Context: an optimization exercise on an open-source flow, tuned for small area. The choices shown serve that exercise and are no tape-out recipe. Only simulation tests tie the RTL to the original design; equivalence was not proved. Power is estimated from default activity; no workload was simulated.

alpha:
## correlator_top
module correlator_top
(
  input  logic                 clk_in,
  input  logic                 i_rst,
  input  logic                 i_pdm_valid,
  input  logic [3-1:0] i_pdm_bits,
  output logic                 o_acc_valid,
  output logic [(((3 * (3 - 1) / 2) > 1) ? $clog2((3 * (3 - 1) / 2)) : 1)-1:0]              o_acc_bl,
  output logic [((8 > 1) ? $clog2(8) : 1)-1:0]             o_acc_lag,
  output logic signed [48-1:0]                 o_acc_data,
  output logic                 o_acc_last
);
Settings: LEC_CHECK=0, ABC_AREA=1, CAP_MARGIN=10, CORE_MARGIN=2, CORE_UTILIZATION=55, SLEW_MARGIN=10; clock period 20.0 ns.
standard.sh (not shown) runs the stock make flow with config.mk's settings and CLKGATE_MAP_FILE= SYNTH_SCRIPT=/design/flow/synth_recipe.tcl, a recipe that flattens the netlist after the stock synthesis.
==> flow/flow/run.sh <==
#!/bin/bash
# Standard layout with these changes to how it is made:
#  - synthesis maps logic with an area-oriented ABC script (flow/abc_area.script,
#    used through ABC_AREA=1) from a copy of the ORFS scripts folder;
#  - after synthesis, flow/postsynth.py maps the combinational logic again
#    (registers, adders and their names untouched) and keeps the smaller netlist;
#  - the clock tree uses small leaf clusters of clkbuf_4 and no dummy loads;
#  - ports are buffered with buf_1.
# Each tool's output goes to a log file in this folder.
set -euo pipefail
# Timing-driven placement steers by its trial repairs but keeps none of them
export GPL_KEEP_OVERFLOW=0
HERE=$(pwd)
rm -rf "$HERE/scripts_mod" "$HERE/post"
cp -r "$FLOW_HOME/scripts" "$HERE/scripts_mod"
cp "$HERE/flow/abc_area.script" "$HERE/scripts_mod/abc_area.script"
CTS="-sink_clustering_enable -repair_clock_nets -dont_use_dummy_load -sink_clustering_size 8 -sink_clustering_max_diameter 80 -buf_list sky130_fd_sc_hd__clkbuf_4"
ARGS=("SCRIPTS_DIR=$HERE/scripts_mod" "CTS_ARGS=$CTS" "BUFFER_PORTS_ARGS=-buffer_cell sky130_fd_sc_hd__buf_1")
bash standard.sh "${ARGS[@]}" synth > make_synth.log 2>&1
RES="$HERE/orfs/results/$FLOW_PLATFORM/correlator_top/base"
LIB="$FLOW_HOME/platforms/$FLOW_PLATFORM/lib/sky130_fd_sc_hd__tt_025C_1v80.lib"
if [[ -x "$FLOW_HOME/../tools/install/yosys/bin/yosys" ]]; then
  export YOSYS_BIN="$FLOW_HOME/../tools/install/yosys/bin/yosys"
fi
cp "$RES/1_2_yosys.v" "$HERE/1_2_yosys.std.v"
python3 "$HERE/flow/postsynth.py" "$LIB" "$FLOW_TOP" "$HERE/1_2_yosys.std.v" "$HERE/1_2_yosys.post.v" \
  "$HERE/post" 10 "$HERE/flow/reabc1.script,$HERE/flow/reabc2.script,$HERE/flow/reabc3.script" \
  > postsynth.log 2>&1
cp "$HERE/1_2_yosys.post.v" "$RES/1_2_yosys.v"
rm -f "$RES/1_synth.odb" "$RES/1_synth.sdc"
bash standard.sh "${ARGS[@]}" finish > make_finish.log 2>&1
Other scripts of this flow, unchanged in this note and not shown: flow/flow/abc_area.script, flow/flow/fa_polarity.py, flow/flow/gen_cells.py, flow/flow/postsynth.py, flow/flow/reabc.ys.tpl, flow/flow/reabc1.script, flow/flow/reabc2.script, flow/flow/reabc3.script
Input-level comparison between beta and alpha:
diff --git a/flow/flow/run.sh b/flow/flow/run.sh
--- a/flow/flow/run.sh
+++ b/flow/flow/run.sh
@@ -9,6 +9,4 @@
 # Each tool's output goes to a log file in this folder.
 set -euo pipefail
-# Timing-driven placement steers by its trial repairs but keeps none of them
-export GPL_KEEP_OVERFLOW=0
 HERE=$(pwd)
 rm -rf "$HERE/scripts_mod" "$HERE/post"
@@ -25,5 +23,5 @@
 cp "$RES/1_2_yosys.v" "$HERE/1_2_yosys.std.v"
 python3 "$HERE/flow/postsynth.py" "$LIB" "$FLOW_TOP" "$HERE/1_2_yosys.std.v" "$HERE/1_2_yosys.post.v" \
-  "$HERE/post" 10 "$HERE/flow/reabc1.script,$HERE/flow/reabc2.script,$HERE/flow/reabc3.script" \
+  "$HERE/post" 16 "$HERE/flow/reabc1.script,$HERE/flow/reabc2.script,$HERE/flow/reabc3.script" \
   > postsynth.log 2>&1
 cp "$HERE/1_2_yosys.post.v" "$RES/1_2_yosys.v"
[summary]
Taking alpha as the reference, in beta final cycle utilization of the critical path shows a reduction of 0.85 points; count of placed standard cells in the final layout, fillers left out moved down; effective utilization at floorplan has remained practically unchanged; delay of the slowest critical-path stage went up; proportion of total power due to net switching went down 4.2 points.
Detailed-placement wirelength estimate grows slightly when moving from alpha to beta.
The critical path launch point comes out bl[1] in one run and bl[0] in the other, namely in alpha and beta respectively.

## static timing again, ports no longer ideal
The results above use ideal ports. As a check the final layouts listed here were re-extracted and re-timed, cells and wires unchanged.
Step 1 (the two cells are an assumption about what drives the block):
set clk [get_ports {clk_in}]
set_driving_cell -lib_cell sky130_fd_sc_hd__clkbuf_16 $clk
set_driving_cell -lib_cell sky130_fd_sc_hd__buf_2 [delete_from_list [all_inputs] $clk]
Step 2, shift: input delay + t, output delay - t, t = (earliest + latest rising clock arrival at the registers) / 2. This alone moves slack from input paths to output paths.
Slacks: ideal / step 1 / step 2; pairs: ideal / step 1.
run	shift t [ns]	setup slack, ns	latest minus earliest clock arrival (ns)	worst slew at a driven data input, ns	pins driven straight from the clock port
alpha	0.960	0.577 / 0.577 / 0.577	0.102 / 0.101	0.04	1
beta	0.927	0.747 / 0.747 / 0.747	0.106 / 0.106	0.11	1
After both steps every run listed still meets setup and hold.
